Context: an optimization exercise on an open-source flow, tuned for small area, a short achievable clock period and few clock cycles. The choices shown serve that exercise and are no tape-out recipe. Function was checked by simulation only, so behaviour that the tests miss may differ from the original. Power is estimated from default activity; no workload was simulated.

## flow/run.sh

```bash
#!/bin/bash
# synth_recipe.tcl (not shown) runs the flow's synth.tcl, then flattens the netlist and writes it again
# the make line also repeats each setting of config.mk as NAME=value (left out here)
make -C /OpenROAD-flow-scripts/flow DESIGN_CONFIG=/design/flow/config.mk WORK_HOME=/design/flow/orfs CLKGATE_MAP_FILE= SYNTH_SCRIPT=/design/flow/synth_recipe.tcl finish
```

## flow/config.mk

```make
export PLATFORM = sky130hd
export DESIGN_NAME = led_matrix_scan_dimmer_unit
export DESIGN_NICKNAME = led_matrix_scan_dimmer_unit
export VERILOG_FILES = /design/flow/design.v
export SDC_FILE = /design/flow/constraint.sdc
export NUM_CORES = 4
export LEC_CHECK = 0
export CAP_MARGIN = 20
export CORE_MARGIN = 2
export CORE_UTILIZATION = 40
export SLEW_MARGIN = 20
```

## flow/constraint.sdc

```tcl
create_clock -name core_clock -period 6.0 [get_ports {clk}]
set_input_delay 1.2000 -clock core_clock [delete_from_list [all_inputs] [get_ports {clk}]]
set_output_delay 1.2000 -clock core_clock [all_outputs]
set_load 0.01 [all_outputs]
```

## flow/design.v

```verilog
package lmsd_pkg;
	localparam int WORD_W   = 16;
	localparam int LED_W    = 8;
	localparam int SCHED_W  = 6;
	localparam int LEVELS   = 4;
	localparam int CMD_W    = 2;
	localparam int REG_W    = 2;
	localparam int PANEL_W  = 3;
	localparam int ROW_W    = 3;
	localparam int COLOR_W  = 2;
	localparam int S_TDATA_W = 32;
	localparam int S_TUSER_W = 2;
	localparam int M_TDATA_W = 16;
	localparam int M_TUSER_W = 5;
	localparam int DEF_PANELS         = 5;
	localparam int DEF_ROWS           = 8;
	localparam int DEF_LEDS_PER_ROW   = 8;
	localparam int DEF_COLORS         = 3;
	localparam int DEF_REFRESH_CYCLES = 6;
	typedef enum logic [CMD_W-1:0] {
		CMD_TICK       = 2'd0,
		CMD_WRITE      = 2'd1,
		CMD_SWAP_DEFER = 2'd2,
		CMD_SWAP_NOW   = 2'd3
	} cmd_t;
	typedef enum logic [REG_W-1:0] {
		REG_SCHED_L0 = 2'd0,
		REG_SCHED_L1 = 2'd1,
		REG_SCHED_L2 = 2'd2,
		REG_SCHED_L3 = 2'd3
	} reg_idx_t;
	typedef enum logic {
		ST_IDLE  = 1'b0,
		ST_SWEEP = 1'b1
	} state_t;
	typedef logic [SCHED_W-1:0] sched_t;
	localparam sched_t SCHED_RST_L0 = 6'h00;
	localparam sched_t SCHED_RST_L1 = 6'h20;
	localparam sched_t SCHED_RST_L2 = 6'h24;
	localparam sched_t SCHED_RST_L3 = 6'h3f;
endpackage
module lmsd_ram #(
	parameter int WIDTH = 16,
	parameter int NRING = 16,
	parameter int LEN   = 15,
	parameter int STEP  = 3
) (
	input  logic                           clk,
	input  logic [NRING*(LEN/STEP)-1:0]    ins,
	input  logic [WIDTH-1:0]               wdata,
	output logic [NRING*WIDTH-1:0]        tap
);
	localparam int NPT = LEN / STEP;
	for (genvar g = 0; g < NRING; g++) begin : g_ring
		logic [LEN*WIDTH-1:0] s_q;
		always_ff @(posedge clk) begin
			for (int j = 0; j < LEN; j++) begin
				if ((j % STEP == 0) && ins[g*NPT + j/STEP]) begin
					s_q[j*WIDTH +: WIDTH] <= wdata;
				end else begin
					s_q[j*WIDTH +: WIDTH] <= s_q[((j + LEN - 1) % LEN)*WIDTH +: WIDTH];
				end
			end
		end
		assign tap[g*WIDTH +: WIDTH] = s_q[WIDTH-1:0];
	end
endmodule
module led_matrix_scan_dimmer_unit #(
	parameter int PANELS         = lmsd_pkg::DEF_PANELS,
	parameter int ROWS           = lmsd_pkg::DEF_ROWS,
	parameter int LEDS_PER_ROW   = lmsd_pkg::DEF_LEDS_PER_ROW,
	parameter int COLORS         = lmsd_pkg::DEF_COLORS,
	parameter int REFRESH_CYCLES = lmsd_pkg::DEF_REFRESH_CYCLES
) (
	input  logic                            clk,
	input  logic                            arst_n,
	input  logic                            s_tvalid,
	output logic                            s_tready,
	input  logic [lmsd_pkg::S_TDATA_W-1:0]  s_tdata,
	input  logic [lmsd_pkg::S_TUSER_W-1:0]  s_tuser,
	output logic                            m_tvalid,
	input  logic                            m_tready,
	output logic [lmsd_pkg::M_TDATA_W-1:0]  m_tdata,
	output logic [lmsd_pkg::M_TUSER_W-1:0]  m_tuser,
	output logic                            m_tlast,
	input  logic                            cfg_valid,
	output logic                            cfg_ready,
	input  logic [lmsd_pkg::REG_W-1:0]      cfg_index,
	input  logic [lmsd_pkg::SCHED_W-1:0]    cfg_data
);
	localparam int NRING = 2 * ROWS;
	localparam int NPT   = 5;
	localparam int LEN   = 15;
	localparam int RC_W  = 3;
	logic [1:0]   in_cmd;
	logic         in_hidden;
	logic [2:0]   in_panel;
	logic [2:0]   in_row;
	logic [1:0]   in_color;
	logic [15:0]  in_word;
	assign in_cmd    = s_tuser[1:0];
	assign in_hidden = s_tdata[0];
	assign in_panel  = s_tdata[3:1];
	assign in_row    = s_tdata[6:4];
	assign in_color  = s_tdata[8:7];
	assign in_word   = s_tdata[24:9];
	lmsd_pkg::sched_t sched_q [lmsd_pkg::LEVELS];
	logic [2:0]   row_q;
	logic [RC_W-1:0] rc_q;
	logic         shown_q;
	logic         pend_q;
	logic [2:0]   q_q, nq_q;
	logic [1:0]   c_q, nc_q;
	logic [2:0]   q_nx, nq_nx;
	logic [1:0]   c_nx, nc_nx;
	logic [1:0]   clr_q;
	logic         clearing, clearing_nx;
	logic         cr_v;
	logic         cr_b;
	logic [2:0]   cr_r;
	logic [2:0]   cr_p;
	logic [1:0]   cr_c;
	logic [15:0]  cr_w;
	logic         rdy_q;
	logic         act_v, pnd_v;
	logic         act_b, pnd_b;
	logic [2:0]   act_r, pnd_r;
	logic [3:0]   act_l, pnd_l;
	logic [2:0]   e_p;
	logic [1:0]   e_c;
	logic         ovld_q;
	logic [7:0]   led_q;
	logic [2:0]   orow_q;
	logic [2:0]   opanel_q;
	logic [1:0]   ocolor_q;
	logic         olast_q;
	logic         in_xfer;
	logic         tick;
	logic         wr_ok;
	logic         in_b;
	logic         commit;
	logic         ld;
	logic         act_done;
	logic         act_free;
	logic         pnd_v_nx;
	logic         cr_v_nx;
	logic         pred;
	logic [2:0]   ins_m;
	logic [NRING*NPT-1:0] ins;
	logic [15:0]  ins_data;
	logic [NRING*16-1:0] tap;
	logic [15:0]  word;
	logic [7:0]   led_nx;
	logic [2:0]   row_nx;
	logic [RC_W-1:0] rc_nx;
	logic         shown_nx;
	logic         pend_nx;
	logic [3:0]   lvl_on_nx;
	assign cfg_ready = 1'b1;
	assign s_tready  = rdy_q;
	assign in_xfer   = s_tvalid && rdy_q;
	assign tick      = in_xfer && (in_cmd == lmsd_pkg::CMD_TICK);
	assign wr_ok     = in_xfer && (in_cmd == lmsd_pkg::CMD_WRITE)
		&& (in_panel < 3'(PANELS)) && (in_color < 2'(COLORS));
	assign in_b      = shown_q ^ in_hidden;
	logic         cr_busy, in_busy;
	assign cr_busy = (act_v && (act_b == cr_b) && (act_r == cr_r))
		|| (pnd_v && (pnd_b == cr_b) && (pnd_r == cr_r));
	assign in_busy = (act_v && (act_b == in_b) && (act_r == in_row))
		|| (pnd_v && (pnd_b == in_b) && (pnd_r == in_row));
	always_comb begin
		c_nx  = nc_q;
		q_nx  = nq_q;
		nc_nx = (nc_q == 2'd2) ? 2'd0 : nc_q + 2'd1;
		nq_nx = nq_q;
		if (nc_q == 2'd2) begin
			nq_nx = (nq_q == 3'd4) ? 3'd0 : nq_q + 3'd1;
		end
	end
	assign clearing    = (clr_q != 2'd3);
	assign clearing_nx = (clr_q < 2'd2);
	assign commit = cr_v && (nc_q == cr_c) && !clearing
		&& !cr_busy;
	always_comb begin
		ins_m = (nq_q >= cr_p) ? (nq_q - cr_p) : (nq_q + 3'd5 - cr_p);
	end
	always_comb begin
		for (int g = 0; g < NRING; g++) begin
			for (int m = 0; m < NPT; m++) begin
				ins[g*NPT + m] = clearing
					|| (commit && (4'(g) == {cr_b, cr_r}) && (ins_m == 3'(m)));
			end
		end
	end
	assign ins_data = clearing ? 16'h0 : cr_w;
	lmsd_ram #(
		.WIDTH (16),
		.NRING (NRING),
		.LEN   (LEN),
		.STEP  (3)
	) u_frame (
		.clk   (clk),
		.ins   (ins),
		.wdata (ins_data),
		.tap   (tap)
	);
	always_comb begin
		row_nx   = row_q + 3'd1;
		rc_nx    = rc_q;
		shown_nx = shown_q;
		pend_nx  = pend_q;
		if (row_q == 3'(ROWS - 1)) begin
			row_nx = '0;
			if (rc_q == RC_W'(REFRESH_CYCLES - 1)) begin
				rc_nx = '0;
				if (pend_q) begin
					shown_nx = !shown_q;
					pend_nx  = 1'b0;
				end
			end else begin
				rc_nx = rc_q + RC_W'(1);
			end
		end
	end
	always_comb begin
		lvl_on_nx = '0;
		for (int l = 0; l < lmsd_pkg::LEVELS; l++) begin
			for (int j = 0; j < lmsd_pkg::SCHED_W; j++) begin
				if (int'(rc_nx) == j) begin
					lvl_on_nx[l] = sched_q[l][j];
				end
			end
		end
	end
	assign word = tap[{act_b, act_r}*16 +: 16];
	always_comb begin
		for (int k = 0; k < 8; k++) begin
			led_nx[k] = act_l[word[2*k +: 2]];
		end
	end
	assign ld       = act_v && (q_q == e_p) && (c_q == e_c) && (!ovld_q || m_tready);
	assign act_done = ld && (e_p == 3'd4) && (e_c == 2'd2);
	assign act_free = !act_v || act_done;
	assign pnd_v_nx = (tick && !act_free) || (pnd_v && !act_done);
	assign cr_v_nx  = wr_ok || (cr_v && !commit);
	always_comb begin
		if (wr_ok) begin
			pred = (in_color == nc_nx) && !clearing_nx
				&& !in_busy;
		end else begin
			pred = (cr_c == nc_nx) && !clearing_nx
				&& !cr_busy;
		end
	end
	always_ff @(posedge clk or negedge arst_n) begin
		if (!arst_n) begin
			sched_q[0] <= lmsd_pkg::SCHED_RST_L0;
			sched_q[1] <= lmsd_pkg::SCHED_RST_L1;
			sched_q[2] <= lmsd_pkg::SCHED_RST_L2;
			sched_q[3] <= lmsd_pkg::SCHED_RST_L3;
			row_q   <= '0;
			rc_q    <= '0;
			shown_q <= 1'b1;
			pend_q  <= 1'b0;
			q_q     <= 3'd0;
			c_q     <= 2'd0;
			nq_q    <= 3'd0;
			nc_q    <= 2'd1;
			clr_q   <= 2'd0;
			cr_v    <= 1'b0;
			rdy_q   <= 1'b1;
			act_v   <= 1'b0;
			pnd_v   <= 1'b0;
			e_p     <= 3'd0;
			e_c     <= 2'd0;
			ovld_q  <= 1'b0;
		end else begin
			q_q  <= q_nx;
			c_q  <= c_nx;
			nq_q <= nq_nx;
			nc_q <= nc_nx;
			if (clearing) begin
				clr_q <= clr_q + 2'd1;
			end
			if (cfg_valid) begin
				case (cfg_index)
					lmsd_pkg::REG_SCHED_L0: sched_q[0] <= cfg_data;
					lmsd_pkg::REG_SCHED_L1: sched_q[1] <= cfg_data;
					lmsd_pkg::REG_SCHED_L2: sched_q[2] <= cfg_data;
					lmsd_pkg::REG_SCHED_L3: sched_q[3] <= cfg_data;
					default: ;
				endcase
			end
			if (in_xfer && (in_cmd == lmsd_pkg::CMD_SWAP_DEFER)) begin
				pend_q <= 1'b1;
			end
			if (in_xfer && (in_cmd == lmsd_pkg::CMD_SWAP_NOW)) begin
				shown_q <= !shown_q;
			end
			if (tick) begin
				row_q   <= row_nx;
				rc_q    <= rc_nx;
				shown_q <= shown_nx;
				pend_q  <= pend_nx;
			end
			cr_v  <= cr_v_nx;
			rdy_q <= !pnd_v_nx && (!cr_v_nx || pred);
			if (act_done) begin
				act_v <= pnd_v;
				pnd_v <= 1'b0;
			end
			if (tick) begin
				if (act_free) begin
					act_v <= 1'b1;
				end else begin
					pnd_v <= 1'b1;
				end
			end
			if (ld) begin
				if (e_c == 2'd2) begin
					e_c <= 2'd0;
					e_p <= (e_p == 3'd4) ? 3'd0 : e_p + 3'd1;
				end else begin
					e_c <= e_c + 2'd1;
				end
				ovld_q <= 1'b1;
			end else if (m_tready) begin
				ovld_q <= 1'b0;
			end
		end
	end
	always_ff @(posedge clk) begin
		if (wr_ok) begin
			cr_b <= in_b;
			cr_r <= in_row;
			cr_p <= in_panel;
			cr_c <= in_color;
			cr_w <= in_word;
		end
		if (act_done) begin
			act_b <= pnd_b;
			act_r <= pnd_r;
			act_l <= pnd_l;
		end
		if (tick) begin
			if (act_free) begin
				act_b <= shown_nx;
				act_r <= row_nx;
				act_l <= lvl_on_nx;
			end else begin
				pnd_b <= shown_nx;
				pnd_r <= row_nx;
				pnd_l <= lvl_on_nx;
			end
		end
		if (ld) begin
			led_q    <= led_nx;
			orow_q   <= act_r;
			opanel_q <= e_p;
			ocolor_q <= e_c;
			olast_q  <= (e_p == 3'd4) && (e_c == 2'd2);
		end
	end
	assign m_tvalid = ovld_q;
	assign m_tdata  = {5'b0, led_q, orow_q};
	assign m_tuser  = {ocolor_q, opanel_q};
	assign m_tlast  = olast_q;
endmodule
```

==> impl_results.md <==
- Status: complete, no violations
- Worst-Skew Late Latency: 890 ps
- Post_cts resized: 0
- Met3 Use GR: 2.53%
- Post-DP HPWL: 123 mm
- Final setup viols: 0
- Site Rows: 189
- Synth Warn #: 3
- Final period util: 68.5%
- Post-synth top area cell: dfxtp_1
- Post-layout nets: 7,606
- Initial core utilization: 40.1%
- Post-synthesis cell area: 0.106 mm^2
- Top-count cell post-synth: dfxtp_1
- DRT Pass-1 Iters: 7
- Number of max-cap violations: 0
- Clk_skew: 48.1 ps
- Fin. max-slew vios: 0
- Seq/Total Area, Yosys: 75.3%
- WP data arrival: 4860 ps
- Post-CTS Setup Bufs: 0
- Initial antenna violation count: 20
- Die H: 519 um
- Port Buf Inserts: 58
- Met2 usage: 23.5%
- Setup CP Type: flip-flop to flip-flop
- First-pass GRT wire length: 327 mm
- Crit end category: flip-flop
- Slowest Stage Delay on Critical Path: 720 ps
- Worst-Margin Slew: 1120 ps
- Hold Slack: 297 ps
- Ys async rst share: 1.37%
- Most Used Layer, Global Route: met2
- Most used DFF post-synth: dfxtp_1
- Routed vias/inst: 4.53
- Required time of the critical path: 6750 ps
- Synth area leaders: dfxtp_1 (73%), mux2i_1 (12%), nand2_1 (4.7%)
- Most frequent CP cell: inv_1
- Core Region: 0.265 mm^2
- CP max stage cell: or3_4
- Setup TNS: 0 ps
- Peak Freq: 243 MHz
- Clock transition at the registers of the reported paths: 70 ps
- Area growth syn-to-layout: 14.5%
- Post-synth EDFFs: 50
- Final wirelength: 217 mm
- Layout cells sized above 1: 11.0%
- Clock Sink Count: 3,952
- Fillers: 23,100
- Hold WC Path Type: flip-flop to flip-flop
- CTS root buf: clkbuf_16
- VDD IR max: 0.000229 V
- Die area: 0.269 mm^2
- Worst-path fanout max: 23
- Syn Inst Count: 7,500
- Share of the synthesized area in the top cell type: 72.6%
- Synth cell types: 76
- Largest net degree at the start of global routing: 190
- Met1 usage: 23.4%
- Number of global-route vias before repair: 51,600
- Syn avg cell area: 14.1 um^2
- Wire length per cell: 19.1 um
- Synth Register Bits: 3,952
- GRT Total Usage: 15.8%
- GRT overflow: 0
- Leak: 54.5 nW
- Routed Antenna Nets: 0
- DRC Markers: 0
- Routed vias: 51,500
- Final core occ: 45.9%
- CTS tree: yes
- PD cells: 425 mW/mm^2
- TritonCTS Buffers: 360
- Synth top cells by count: dfxtp_1 (3,848), nand2_1 (1,340), mux2i_1 (1,308)
- Die Width: 519 um
- Final Hold Vio Count: 0
- Slew HR: 25.4%
- Critical Path Source Type: flip-flop
- Post-layout minimum cycle time: 4110 ps
- Detailed Route Iter0 Violations: 3,102
- H-tree depth: 5
- Power, Total: 51.6 mW
- Hold_buf cts: 0
- Worst path cell trace: inv_1 -> ha_1 -> inv_1 -> fa_1 -> or2_2 -> a211oi_1 -> or3_4 -> buf_4 -> nand4_4 -> mux2i_1
- RSZ-0062 raised after global routing: false
- RePlAce Congestion: 0.804
- Top Ports: 72
- Clk buf depth: 4
[placed cells by master (no fill, tap or decap), types with 31 or more instances in the layout]
master,netlist,final
dfxtp_1,3848,3846
nand2_1,1340,1324
mux2i_1,1308,1307
clkbuf_16,0,370
clkbuf_8,0,78
clkbuf_1,293,67
mux4_2,63,63
clkinv_2,0,61
clkdlybuf4s50_1,0,57
edfxtp_1,50,50
nand4_4,45,45
dfrtp_1,42,42
buf_4,48,39
bufinv_16,0,32
mux2_2,31,31
[cell type report]
type / count / area (um^2) / share of cell area (%)
flip-flops and latches: 3952 / 79900 / 65.8
multi-input cells: 3103 / 23700 / 19.6
clock buffers: 515 / 10600 / 8.71
well taps: 3533 / 4420 / 3.64
clock inverters: 132 / 1710 / 1.41
repair buffers: 103 / 988 / 0.814
inverters: 25 / 98.8 / 0.0814
diodes: 5 / 12.5 / 0.0103
[final timing paths]
check / startpoint / end / slack (ps) / cells past startpoint
min: u_frame.g_ring[7].s_q[22]$_DFF_P_ / u_frame.g_ring[7].s_q[38]$_DFF_P_ / 300 / 0
max: nq_q[0]$_DFFE_PN0N_ / u_frame.g_ring[10].s_q[150]$_DFF_P_ / 1890 / 10
min reg2reg: u_frame.g_ring[7].s_q[22]$_DFF_P_ / u_frame.g_ring[7].s_q[38]$_DFF_P_ / 300 / 0
min in group asynchronous: arst_n / e_c[1]$_DFFE_PN0N_ / 460 / 2
max reg2reg: nq_q[0]$_DFFE_PN0N_ / u_frame.g_ring[10].s_q[150]$_DFF_P_ / 1890 / 10
max in group asynchronous: arst_n / sched_q[1][3]$_DFFE_PN0P_ / 5060 / 2
[critical path: cells and delay by family (launching register included)]
family / cells / cell delay, ps
mux: 1 / 350
simple gates: 3 / 1590
fa+ha+maj: 2 / 610
buf+inv: 3 / 650
flops: 1 / 440
compound gates: 1 / 260
[state kept, by name, indices dropped and copies added (netlist names), 4 cells and up]
name,count
act_l,4
cr_w,16
led_q,8
pnd_l,4
sched_q,24
u_frame.g_ring.s_q,3840
[metrics by stage]
step / instances / area [um^2] / setup WS [ps]
4_1_cts: 11400 / 121000 / 1890
2_1_floorplan: 7504 / 106000 / 645
6_report: 11400 / 121000 / 1890
5_1_grt: 11400 / 121000 / 1720
3_3_place_gp: 10700 / 109000 / 1790
3_5_place_dp: 10700 / 109000 / 1920
[kinds of logic after synthesis]
kind of cell | after synthesis | synth area share, %
buf+inv | 449 | 2.50
mux | 1403 | 14.0
fa+ha+maj | 17 | 0.200
simple gates | 1534 | 6.97
flops | 3952 | 75.3
xor+xnor | 27 | 0.237
compound gates | 116 | 0.756
other cells | 2 | 0.00708
[report_power, final]
| group | internal [mW] | switching, mW |
|---|---|---|
| Clock | 13.7 | 9.66 |
| Combinational | 0.473 | 0.730 |
| Sequential | 26.7 | 0.350 |
[per-layer routing]
metal | vias to the layer above | part of all wire [%]
li1 | 24700 | -
met5 | - | 0
met4 | 0 | 2.4
met2 | 902 | 43
met1 | 25600 | 51
met3 | 319 | 4.0
Testbench counts, summed over its fixed seeds: cycles 12,695.

==> afterwards: timing with drivers on the ports <==
How much do the figures lean on ideal ports? The routed layout below was timed once more, with nothing changed but the port constraints.
Step 1, drivers: a clkbuf_16 drives clk and a buf_2 each remaining input, both assumed.
Step 2 also shifts input and output timing later by t, the mid clock arrival at the registers, as if the neighbouring blocks saw the same clock.
Slacks: ideal / step 1 / step 2; pairs: ideal / step 1.
t, ns: 0.949
slack for setup (ns): 1.887 / 1.887 / 1.887
hold slack, ns: 0.297 / 0.297 / 0.297
slew at the worst register clock pin (ns): 0.07 / 0.07
worst data-port slew with drivers (ns): 0.05
After both steps this run still meets setup and hold. The setup slack of this run moves by 0.000 ns with the drivers and by 0.000 ns with both steps.
